From an optimization exercise on the open Yosys and OpenROAD flow, aimed at small area, a short achievable clock period and few clock cycles; shortcuts taken in it are not production practice. Function was checked by simulation only, so behaviour that the tests miss may differ from the original.

==> inputs of run A <==
==> flow/design.v <==
`default_nettype none
package stt_pkg;
  typedef enum logic [2:0] {
    OP_ALLOC = 3'd0,
    OP_FREE  = 3'd1,
    OP_BIND  = 3'd2,
    OP_SET   = 3'd3,
    OP_TICK  = 3'd4
  } op_e;
  typedef enum logic [1:0] {
    KIND_GRANT = 2'd0,
    KIND_FAIL  = 2'd1,
    KIND_FIRE  = 2'd2
  } kind_e;
  typedef enum logic [1:0] {
    STATUS_FREE  = 2'd0,
    STATUS_ALLOC = 2'd1,
    STATUS_ARMED = 2'd2
  } status_e;
  typedef struct packed {
    logic [2:0]  op;
    logic [4:0]  timer_index;
    logic [3:0]  queue_id;
    logic [7:0]  payload;
    logic [31:0] delay_ticks;
  } in_req_t;
  typedef struct packed {
    logic [1:0] kind;
    logic [4:0] entry;
    logic [3:0] dest_queue;
    logic [7:0] fire_data;
    logic       last;
  } out_rsp_t;
  typedef struct packed {
    status_e     status;
    logic [31:0] deadline;
    logic [3:0]  queue;
    logic [7:0]  data;
  } entry_t;
  localparam int unsigned EntryWidth = 46;   
endpackage
`default_nettype wire
`default_nettype none
import stt_pkg::*;
module software_timer_table_unit #(
  parameter int unsigned NUM_TIMERS = 32
) (
  input  wire logic              clk_i,
  input  wire logic              rst_ni,
  input  wire logic              in_valid_i,
  output logic                   in_stall_o,
  input  wire logic [51:0]       in_req_i,
  output logic                   out_valid_o,
  input  wire logic              out_stall_i,
  output logic      [19:0]       out_rsp_o
);
  localparam int N = 32;
  localparam int F = 3;        
  localparam int L = 6;        
  localparam int HB = 32 - L;
  logic        a_v;
  logic [51:0] a_req;
  logic        is_alloc, is_free, is_bind, is_set, is_tick;   
  logic        hz_q;           
  logic        blk_q;          
  logic [4:0]  idx;
  logic [3:0]  qid;
  logic [7:0]  pay;
  logic [31:0] dly;
  assign idx = a_req[48:44];
  assign qid = a_req[43:40];
  assign pay = a_req[39:32];
  assign dly = a_req[31:0];
  logic [31:0]  cnt_q;           
  logic [31:0]  cnt2_q;          
  logic         nz_q;            
  logic [N-1:0] free_q;          
  logic [N-1:0] armed_q;         
  logic [N-1:0] fn_q;            
  logic [N-1:0] bound_q;         
  logic [L-1:0]  dlo_q [N];      
  logic [HB-1:0] rh_q  [N];      
  logic [4:0]    rot_q;
  logic [N-1:0]  hq_q;           
  logic [N-1:0]  hn_q;           
  logic [3:0]   queue_q [N];
  logic [7:0]   data_q  [N];
  logic         w_v;
  logic [4:0]   w_idx;
  logic [31:0]  w_sum;           
  logic         w_fn;            
  logic         w_d0, w_d1, w_c; 
  logic [4:0]   w_slot;          
  logic         w_hq, w_hn;      
  logic [N-1:0] fm_q [F];        
  logic [F-1:0] ff_q;            
  logic [F-1:0] fx_q;            
  logic [F-1:0] fv_q;            
  logic [F-1:0] f1_q;            
  logic [1:0]   rd_q, wr_q;
  logic [1:0]   fc_q;            
  logic [N-1:0] h_q;             
  logic         hv_q, hf_q, hx_q;
  logic         h1_q;            
  logic [N-1:0] pf_q;            
  logic        e_v;
  logic [1:0]  e_kind;
  logic [4:0]  e_idx;
  logic        e_last;
  logic        ov_q;
  logic [19:0] orsp_q;          
  logic [19:0] ohold_q;         
  logic ffull;
  assign ffull = (fc_q == 2'(F));
  logic exec;
  assign exec = a_v && !blk_q;
  logic [N-1:0] wsel, whit;      
  always_comb
    for (int i = 0; i < N; i++) begin
      wsel[i] = (idx == 5'(i));
      whit[i] = w_v && (w_idx == 5'(i));
    end
  function automatic logic [N-1:0] below_any(input logic [N-1:0] v);
    logic [N-1:0] p;
    p = v;
    for (int s = 1; s < N; s = s * 2)
      p = p | (p << s);
    below_any = p << 1;
  endfunction
  logic [N-1:0] fsel;
  assign fsel = free_q & ~below_any(free_q);
  logic [N-1:0] fire;
  assign fire = armed_q & (fn_q | (whit & {N{w_fn}}));
  logic fire_any;                
  assign fire_any = |(armed_q & fn_q) || (w_v && w_fn);
  logic [HB-1:0] ht, ht1;
  logic [HB-1:0] ht1_q;          
  assign ht  = cnt2_q[31:L];
  assign ht1 = ht1_q;
  logic [N-1:0] fn_n;
  logic         w_eqn;
  assign w_eqn = (w_sum[L-1:0] == cnt2_q[L-1:0]) && w_hq;
  assign w_hq  = (w_sum[31:L] == ht);
  assign w_hn  = (w_sum[31:L] == ht1);
  always_comb
    for (int i = 0; i < N; i++)
      fn_n[i] = whit[i] ? w_eqn : ((dlo_q[i] == cnt2_q[L-1:0]) && hq_q[i]);
  logic roll;                    
  assign roll = (cnt2_q[L-1:0] == '1);
  logic scan_n;                  
  assign scan_n = (rh_q[0] == ht1);
  logic [32:0] sum;
  assign sum = {1'b0, dly} + {1'b0, cnt_q};
  assign w_fn = w_d1 || ((w_c || w_d0) && nz_q);
  logic do_alloc, do_tick, do_set, do_bind, do_free;
  assign do_alloc = exec && is_alloc;
  assign do_tick  = exec && is_tick;
  assign do_set   = exec && is_set;
  assign do_bind  = exec && is_bind;
  assign do_free  = exec && is_free;
  logic         fwrite, fpush;
  assign fwrite = exec && (is_alloc || is_tick) && (fc_q != 2'(F));
  assign fpush  = do_alloc || (do_tick && fire_any);
  logic [N-1:0] hbelow, hsel;
  assign hbelow = below_any(h_q);
  assign hsel   = h_q & ~hbelow;
  logic hmore;                   
  assign hmore = !h1_q;
  function automatic logic le1(input logic [N-1:0] v);
    logic [N-1:0] a, m;
    a = v;
    m = '0;
    for (int w = 1; w < N; w = w * 2)
      for (int i = 0; i + w < N; i = i + 2 * w) begin
        m[i] = m[i] | m[i + w] | (a[i] & a[i + w]);
        a[i] = a[i] | a[i + w];
      end
    le1 = !m[0];
  endfunction
  function automatic logic le2(input logic [N-1:0] v);
    logic [N-1:0] a, m, t;
    a = v;
    m = '0;
    t = '0;
    for (int w = 1; w < N; w = w * 2)
      for (int i = 0; i + w < N; i = i + 2 * w) begin
        t[i] = t[i] | t[i + w] | (m[i] & a[i + w]) | (a[i] & m[i + w]);
        m[i] = m[i] | m[i + w] | (a[i] & a[i + w]);
        a[i] = a[i] | a[i + w];
      end
    le2 = !t[0];
  endfunction
  logic [4:0] henc;
  always_comb begin
    henc = '0;
    for (int b = 0; b < 5; b++)
      for (int i = 0; i < N; i++)
        if (((i >> b) & 1) == 1) henc[b] = henc[b] | hsel[i];
  end
  logic opop, e_adv, emit, hdone, hload;
  assign opop  = !ov_q || !out_stall_i;    
  assign e_adv = !e_v || opop;             
  assign emit  = hv_q && e_adv;
  assign hdone = emit && (!hf_q || !hmore);
  assign hload = (!hv_q || hdone) && fv_q[rd_q];
  logic [N-1:0] inq;
  always_comb begin
    inq = (hv_q && hf_q) ? h_q : '0;
    for (int k = 0; k < F; k++)
      if (fv_q[k] && ff_q[k]) inq = inq | fm_q[k];
  end
  logic [3:0]  rq;
  logic [7:0]  rdat;
  logic        rb;
  assign rb   = (e_kind == KIND_FIRE) && bound_q[e_idx];
  assign rq   = rb ? queue_q[e_idx] : 4'd0;
  assign rdat = rb ? data_q[e_idx]  : 8'd0;
  logic push;
  assign push = e_v && opop;
  logic a_take;
  assign a_take = !a_v || exec;
  logic [N-1:0] pf_h;            
  logic [N-1:0] pf_clr;
  always_comb
    for (int i = 0; i < N; i++)
      pf_clr[i] = push && e_kind == KIND_FIRE && e_idx == 5'(i) && !inq[i];
  assign pf_h = (pf_q & ~pf_clr) | (do_tick ? fire : '0);
  logic       nx_v, nx_af, nx_b, nx_hz, nx_full, nx_nofire;
  logic [2:0] nx_op;
  assign nx_op   = a_take ? in_req_i[51:49] : (is_alloc ? OP_ALLOC : (is_tick ? OP_TICK : (is_bind ? OP_BIND : OP_FREE)));
  assign nx_v    = a_take ? in_valid_i : 1'b1;
  assign nx_af   = (nx_op == OP_ALLOC) || (nx_op == OP_TICK);
  assign nx_b    = (nx_op == OP_BIND);
  assign nx_hz   = a_take ? pf_h[in_req_i[48:44]] : pf_h[idx];
  assign nx_full = (fc_q == 2'(F) && !hload) || (fc_q == 2'(F - 1) && fwrite && !hload);
  assign nx_nofire = !fire_any && !do_tick && !do_set;
  always_ff @(posedge clk_i or negedge rst_ni) begin
    if (!rst_ni) begin
      a_v     <= 1'b0;
      blk_q   <= 1'b0;
      w_v     <= 1'b0;
      rot_q   <= '0;
      cnt_q   <= '0;
      cnt2_q  <= 32'd2;
      ht1_q   <= HB'(1);
      nz_q    <= 1'b1;
      free_q  <= '1;
      armed_q <= '0;
      bound_q <= '0;
      rd_q    <= '0;
      wr_q    <= '0;
      fc_q    <= '0;
      fv_q    <= '0;
      hv_q    <= 1'b0;
      pf_q    <= '0;
      e_v     <= 1'b0;
      ov_q    <= 1'b0;
      ohold_q <= '0;
    end else begin
      if (a_take) a_v <= in_valid_i;
      blk_q <= nx_v && ((nx_af && nx_full && !(nx_op == OP_TICK && nx_nofire)) || (nx_b && nx_hz));
      w_v <= do_set;
      rot_q <= rot_q + 5'd1;
      if (do_tick) begin
        cnt_q  <= cnt_q + 32'd1;
        cnt2_q <= cnt2_q + 32'd1;
        nz_q   <= (cnt2_q != 32'd0);
        if (roll) ht1_q <= ht1_q + HB'(1);
      end
      for (int i = 0; i < N; i++) begin
        if (do_alloc && fsel[i]) free_q[i] <= 1'b0;
        if (do_free && wsel[i]) begin
          free_q[i]  <= 1'b1;
          armed_q[i] <= 1'b0;
        end
        if (do_set && wsel[i]) begin
          free_q[i]  <= 1'b0;
          armed_q[i] <= 1'b1;
        end
        if (do_tick && fire[i]) armed_q[i] <= 1'b0;
        if (do_bind && wsel[i]) bound_q[i] <= 1'b1;
      end
      if (fpush) wr_q <= (wr_q == 2'(F - 1)) ? 2'd0 : wr_q + 2'd1;
      if (hload) rd_q <= (rd_q == 2'(F - 1)) ? 2'd0 : rd_q + 2'd1;
      fc_q <= fc_q + 2'(fpush) - 2'(hload);
      for (int k = 0; k < F; k++) begin
        if (fpush && wr_q == 2'(k)) fv_q[k] <= 1'b1;
        else if (hload && rd_q == 2'(k)) fv_q[k] <= 1'b0;
      end
      if (hload)      hv_q <= 1'b1;
      else if (hdone) hv_q <= 1'b0;
      for (int i = 0; i < N; i++) begin
        if (do_tick && fire[i]) pf_q[i] <= 1'b1;
        else if (push && e_kind == KIND_FIRE && e_idx == 5'(i) && !inq[i]) pf_q[i] <= 1'b0;
      end
      if (e_adv) e_v <= emit;
      if (opop)  ov_q <= e_v;
      if (push)  ohold_q <= {e_kind, e_idx, rq, rdat, e_last};
    end
  end
  always_ff @(posedge clk_i) begin
    if (a_take) begin
      a_req    <= in_req_i;
      is_alloc <= (in_req_i[51:49] == OP_ALLOC);
      is_free  <= (in_req_i[51:49] == OP_FREE);
      is_bind  <= (in_req_i[51:49] == OP_BIND);
      is_set   <= (in_req_i[51:49] == OP_SET);
      is_tick  <= (in_req_i[51:49] == OP_TICK);
    end
    hz_q <= nx_hz;
    if (do_set) begin
      w_idx <= idx;
      w_sum <= sum[31:0];
      w_d0  <= (dly == 32'd0);
      w_d1  <= (dly == 32'd1);
      w_c   <= sum[32];
      w_slot <= idx + ~rot_q - 5'd1;
    end
    for (int p = 0; p < N; p++)
      rh_q[p] <= (w_v && w_slot == 5'(p)) ? (w_sum[31:L] ^ {HB{(p % 2) == 1}}) : ~rh_q[(p + 1) % N];
    for (int i = 0; i < N; i++) begin
      if (whit[i]) dlo_q[i] <= w_sum[L-1:0];
      if (do_tick && roll) hq_q[i] <= whit[i] ? w_hn : hn_q[i];
      else if (whit[i])    hq_q[i] <= w_hq;
      if (whit[i])                   hn_q[i] <= w_hn;
      else if (rot_q == 5'(i)) hn_q[i] <= scan_n;
      if (do_tick)                  fn_q[i] <= fn_n[i];
      else if (do_set && wsel[i])   fn_q[i] <= 1'b0;
      else if (whit[i])             fn_q[i] <= w_fn;
      if (do_bind && wsel[i]) begin
        queue_q[i] <= qid;
        data_q[i]  <= pay;
      end
    end
    for (int k = 0; k < F; k++) begin
      if (fwrite && wr_q == 2'(k)) begin
        fm_q[k] <= is_tick ? fire : fsel;
        ff_q[k] <= is_tick;
        fx_q[k] <= !(|free_q);
        f1_q[k] <= !is_tick || le1(fire);
      end
    end
    if (hload)     h1_q <= f1_q[rd_q];
    else if (emit) h1_q <= le2(h_q);
    if (hload) begin
      h_q  <= fm_q[rd_q];
      hf_q <= ff_q[rd_q];
      hx_q <= fx_q[rd_q];
    end else if (emit) begin
      h_q  <= h_q & hbelow;
    end
    if (emit) begin
      e_kind <= hf_q ? KIND_FIRE : (hx_q ? KIND_FAIL : KIND_GRANT);
      e_idx  <= henc;
      e_last <= !hf_q || !hmore;
    end
    orsp_q <= push ? {e_kind, e_idx, rq, rdat, e_last} : ohold_q;
  end
  assign in_stall_o  = blk_q;
  assign out_valid_o = ov_q;
  assign out_rsp_o   = orsp_q;
endmodule
`default_nettype wire
==> flow/run.sh <==
#!/bin/bash
# synth_recipe.tcl (not shown) runs the flow's synth.tcl, then flattens the netlist and writes it again
# the make line also repeats each setting of config.mk as NAME=value (left out here)
make -C /OpenROAD-flow-scripts/flow DESIGN_CONFIG=/design/flow/config.mk WORK_HOME=/design/flow/orfs CLKGATE_MAP_FILE= SYNTH_SCRIPT=/design/flow/synth_recipe.tcl finish
==> flow/config.mk <==
export PLATFORM = sky130hd
export DESIGN_NAME = software_timer_table_unit
export DESIGN_NICKNAME = software_timer_table_unit
export VERILOG_FILES = /design/flow/design.v
export SDC_FILE = /design/flow/constraint.sdc
export NUM_CORES = 4
export LEC_CHECK = 0
export CAP_MARGIN = 20
export CORE_MARGIN = 2
export CORE_UTILIZATION = 65
export CTS_CLUSTER_DIAMETER = 60
export CTS_CLUSTER_SIZE = 30
export SETUP_SLACK_MARGIN = 5.0
export SLEW_MARGIN = 20
==> flow/constraint.sdc <==
create_clock -name core_clock -period 8.0 [get_ports {clk_i}]
set_input_delay 1.6000 -clock core_clock [delete_from_list [all_inputs] [get_ports {clk_i}]]
set_output_delay 1.6000 -clock core_clock [all_outputs]
set_load 0.01 [all_outputs]
==> run G (differences from run A) <==
--- a/flow/design.v
+++ b/flow/design.v
@@ -108,8 +108,7 @@
   logic [4:0]  e_idx;
   logic        e_last;
   logic        ov_q;
-  logic [19:0] orsp_q;          
-  logic [19:0] ohold_q;         
+  logic [19:0] orsp_q;
   logic ffull;
   assign ffull = (fc_q == 2'(F));
   logic exec;
@@ -139,7 +138,7 @@
   assign ht1 = ht1_q;
   logic [N-1:0] fn_n;
   logic         w_eqn;
-  assign w_eqn = (w_sum[L-1:0] == cnt2_q[L-1:0]) && w_hq;
+  assign w_eqn = (w_sum == cnt2_q);
   assign w_hq  = (w_sum[31:L] == ht);
   assign w_hn  = (w_sum[31:L] == ht1);
   always_comb
@@ -159,7 +158,7 @@
   assign do_bind  = exec && is_bind;
   assign do_free  = exec && is_free;
   logic         fwrite, fpush;
-  assign fwrite = exec && (is_alloc || is_tick) && (fc_q != 2'(F));
+  assign fwrite = exec && (is_alloc || is_tick);
   assign fpush  = do_alloc || (do_tick && fire_any);
   logic [N-1:0] hbelow, hsel;
   assign hbelow = below_any(h_q);
@@ -225,7 +224,7 @@
     for (int i = 0; i < N; i++)
       pf_clr[i] = push && e_kind == KIND_FIRE && e_idx == 5'(i) && !inq[i];
   assign pf_h = (pf_q & ~pf_clr) | (do_tick ? fire : '0);
-  logic       nx_v, nx_af, nx_b, nx_hz, nx_full, nx_nofire;
+  logic       nx_v, nx_af, nx_b, nx_hz, nx_full;
   logic [2:0] nx_op;
   assign nx_op   = a_take ? in_req_i[51:49] : (is_alloc ? OP_ALLOC : (is_tick ? OP_TICK : (is_bind ? OP_BIND : OP_FREE)));
   assign nx_v    = a_take ? in_valid_i : 1'b1;
@@ -233,7 +232,6 @@
   assign nx_b    = (nx_op == OP_BIND);
   assign nx_hz   = a_take ? pf_h[in_req_i[48:44]] : pf_h[idx];
   assign nx_full = (fc_q == 2'(F) && !hload) || (fc_q == 2'(F - 1) && fwrite && !hload);
-  assign nx_nofire = !fire_any && !do_tick && !do_set;
   always_ff @(posedge clk_i or negedge rst_ni) begin
     if (!rst_ni) begin
       a_v     <= 1'b0;
@@ -255,10 +253,9 @@
       pf_q    <= '0;
       e_v     <= 1'b0;
       ov_q    <= 1'b0;
-      ohold_q <= '0;
     end else begin
       if (a_take) a_v <= in_valid_i;
-      blk_q <= nx_v && ((nx_af && nx_full && !(nx_op == OP_TICK && nx_nofire)) || (nx_b && nx_hz));
+      blk_q <= nx_v && ((nx_af && nx_full) || (nx_b && nx_hz));
       w_v <= do_set;
       rot_q <= rot_q + 5'd1;
       if (do_tick) begin
@@ -295,7 +292,6 @@
       end
       if (e_adv) e_v <= emit;
       if (opop)  ov_q <= e_v;
-      if (push)  ohold_q <= {e_kind, e_idx, rq, rdat, e_last};
     end
   end
   always_ff @(posedge clk_i) begin
@@ -354,7 +350,7 @@
       e_idx  <= henc;
       e_last <= !hf_q || !hmore;
     end
-    orsp_q <= push ? {e_kind, e_idx, rq, rdat, e_last} : ohold_q;
+    if (push) orsp_q <= {e_kind, e_idx, rq, rdat, e_last};
   end
   assign in_stall_o  = blk_q;
   assign out_valid_o = ov_q;
CORE_UTILIZATION = 75   (was 65)
==> run F (differences from run A) <==
--- a/flow/design.v
+++ b/flow/design.v
@@ -108,8 +108,7 @@
   logic [4:0]  e_idx;
   logic        e_last;
   logic        ov_q;
-  logic [19:0] orsp_q;          
-  logic [19:0] ohold_q;         
+  logic [19:0] orsp_q;
   logic ffull;
   assign ffull = (fc_q == 2'(F));
   logic exec;
@@ -255,7 +254,6 @@
       pf_q    <= '0;
       e_v     <= 1'b0;
       ov_q    <= 1'b0;
-      ohold_q <= '0;
     end else begin
       if (a_take) a_v <= in_valid_i;
       blk_q <= nx_v && ((nx_af && nx_full && !(nx_op == OP_TICK && nx_nofire)) || (nx_b && nx_hz));
@@ -295,7 +293,6 @@
       end
       if (e_adv) e_v <= emit;
       if (opop)  ov_q <= e_v;
-      if (push)  ohold_q <= {e_kind, e_idx, rq, rdat, e_last};
     end
   end
   always_ff @(posedge clk_i) begin
@@ -354,7 +351,7 @@
       e_idx  <= henc;
       e_last <= !hf_q || !hmore;
     end
-    orsp_q <= push ? {e_kind, e_idx, rq, rdat, e_last} : ohold_q;
+    if (push) orsp_q <= {e_kind, e_idx, rq, rdat, e_last};
   end
   assign in_stall_o  = blk_q;
   assign out_valid_o = ov_q;
==> run D (differences from run A) <==
--- a/flow/design.v
+++ b/flow/design.v
@@ -108,8 +108,7 @@
   logic [4:0]  e_idx;
   logic        e_last;
   logic        ov_q;
-  logic [19:0] orsp_q;          
-  logic [19:0] ohold_q;         
+  logic [19:0] orsp_q;
   logic ffull;
   assign ffull = (fc_q == 2'(F));
   logic exec;
@@ -233,7 +232,8 @@
   assign nx_b    = (nx_op == OP_BIND);
   assign nx_hz   = a_take ? pf_h[in_req_i[48:44]] : pf_h[idx];
   assign nx_full = (fc_q == 2'(F) && !hload) || (fc_q == 2'(F - 1) && fwrite && !hload);
-  assign nx_nofire = !fire_any && !do_tick && !do_set;
+  assign nx_nofire = do_tick ? !(|(armed_q & ~fire & fn_n))
+                             : (!(|(armed_q & fn_q)) && !(w_v && w_fn) && !do_set);
   always_ff @(posedge clk_i or negedge rst_ni) begin
     if (!rst_ni) begin
       a_v     <= 1'b0;
@@ -255,7 +255,6 @@
       pf_q    <= '0;
       e_v     <= 1'b0;
       ov_q    <= 1'b0;
-      ohold_q <= '0;
     end else begin
       if (a_take) a_v <= in_valid_i;
       blk_q <= nx_v && ((nx_af && nx_full && !(nx_op == OP_TICK && nx_nofire)) || (nx_b && nx_hz));
@@ -295,7 +294,6 @@
       end
       if (e_adv) e_v <= emit;
       if (opop)  ov_q <= e_v;
-      if (push)  ohold_q <= {e_kind, e_idx, rq, rdat, e_last};
     end
   end
   always_ff @(posedge clk_i) begin
@@ -354,7 +352,7 @@
       e_idx  <= henc;
       e_last <= !hf_q || !hmore;
     end
-    orsp_q <= push ? {e_kind, e_idx, rq, rdat, e_last} : ohold_q;
+    if (push) orsp_q <= {e_kind, e_idx, rq, rdat, e_last};
   end
   assign in_stall_o  = blk_q;
   assign out_valid_o = ov_q;
==> impl_metrics.toml <==
[outcome]
outcome = "no timing/DRC/antenna violations"

[synth]
yosysSeqAreaShare = 0.646
avgSynthCellArea_sq_um = 11.9
ys_types = 85
synth_area_leaders = "edfxtp_1 36%, dfxtp_1 21%, dfrtp_1 6.5%"

[setup_path]
ff2ff_path_depth = 9
crit_start = "orsp_q[13]"
reg2reg_slack_ns = 4.96

[routing]
routedWlPerCell_um = 26.7

[hold_path]
hp-start = "rh_q[27][4]"

[finish]
area_delta_synth_final_pct = 11.2

[sta]
relSlewSlack = 0.242

[global_routing]
grt_antenna_before_repair = 5

[cts]
clkLatencyLatePin_ns = 0.81

[power_and_ir_drop]
ir_drop_v = 0.000246
That was run F.
==> impl_metrics.toml <==
[outcome]
outcome = "no timing/DRC/antenna violations"

[routing]
routedWlPerCell_um = 29.9

[hold_path]
hp-start = "rh_q[24][24]"

[synth]
yosysSeqAreaShare = 0.647
ys_types = 86
avgSynthCellArea_sq_um = 11.9

[setup_path]
reg2reg_slack_ns = 4.85

[global_routing]
grt_antenna_before_repair = 13

[finish]
area_delta_synth_final_pct = 10.4
That was run G.
==> impl_metrics.toml <==
[global_routing]
grt_antenna_before_repair = 10

[hold_path]
hp-start = "rh_q[19][24]"

[cts]
clkLatencyLatePin_ns = 0.83

[sta]
relSlewSlack = 0.196

[routing]
routedWlPerCell_um = 28.6

[outcome]
outcome = "no timing/DRC/antenna violations"

[finish]
area_delta_synth_final_pct = 11.8

[synth]
ys_types = 97
avgSynthCellArea_sq_um = 11.8
synth_area_leaders = "edfxtp_1 36%, dfxtp_1 21%, dfrtp_1 6.4%"

[setup_path]
ff2ff_path_depth = 9

[power_and_ir_drop]
ir_drop_v = 0.000285
That was run D.
==> impl_metrics.toml <==
[outcome]
outcome = "no timing/DRC/antenna violations"

[setup_path]
crit_start = "free_q[5]"
reg2reg_slack_ns = 4.83

[synth]
synth_area_leaders = "edfxtp_1 35%, dfxtp_1 22%, dfrtp_1 7.1%"
avgSynthCellArea_sq_um = 11.8

[sta]
relSlewSlack = 0.256

[finish]
area_delta_synth_final_pct = 11.0

[hold_path]
hp-start = "rh_q[20][16]"
That was run A.
Testbench counts of run A, summed over its fixed seeds: cycles 12,859.
Testbench counts of run G, summed over its fixed seeds: cycles 12,954.
Testbench counts of run F, summed over its fixed seeds: cycles 12,859.
Testbench counts of run D, summed over its fixed seeds: cycles 12,772.

[afterwards: timing with drivers on the ports]
In the flow no input, the clock included, has a driving cell. The finished layouts below were timed again as built, in two steps. Step 1 assumes that a clkbuf_16 drives the clock port and a buf_2 every other input. Step 2, shift: input delay + t, output delay - t, t = (earliest + latest rising clock arrival at the registers) / 2. This alone moves slack from input paths to output paths. Slacks: no drivers / after step 1 / after step 2; pairs: no drivers / after step 1.
run | shift t [ns] | setup slack, ns | worst setup path after step 2
run A | 0.859 | 4.835 / 4.835 / 4.144 | input to register
run G | 0.860 | 4.855 / 4.788 / 4.074 | input to register
run F | 0.873 | 4.791 / 4.706 / 4.256 | input to register
run D | 0.895 | 4.822 / 4.822 / 4.026 | input to register
After both steps every run listed still meets setup and hold. For run D, which loses most, drivers alone change the setup slack by 0.000 ns; drivers and shift together by -0.796 ns.
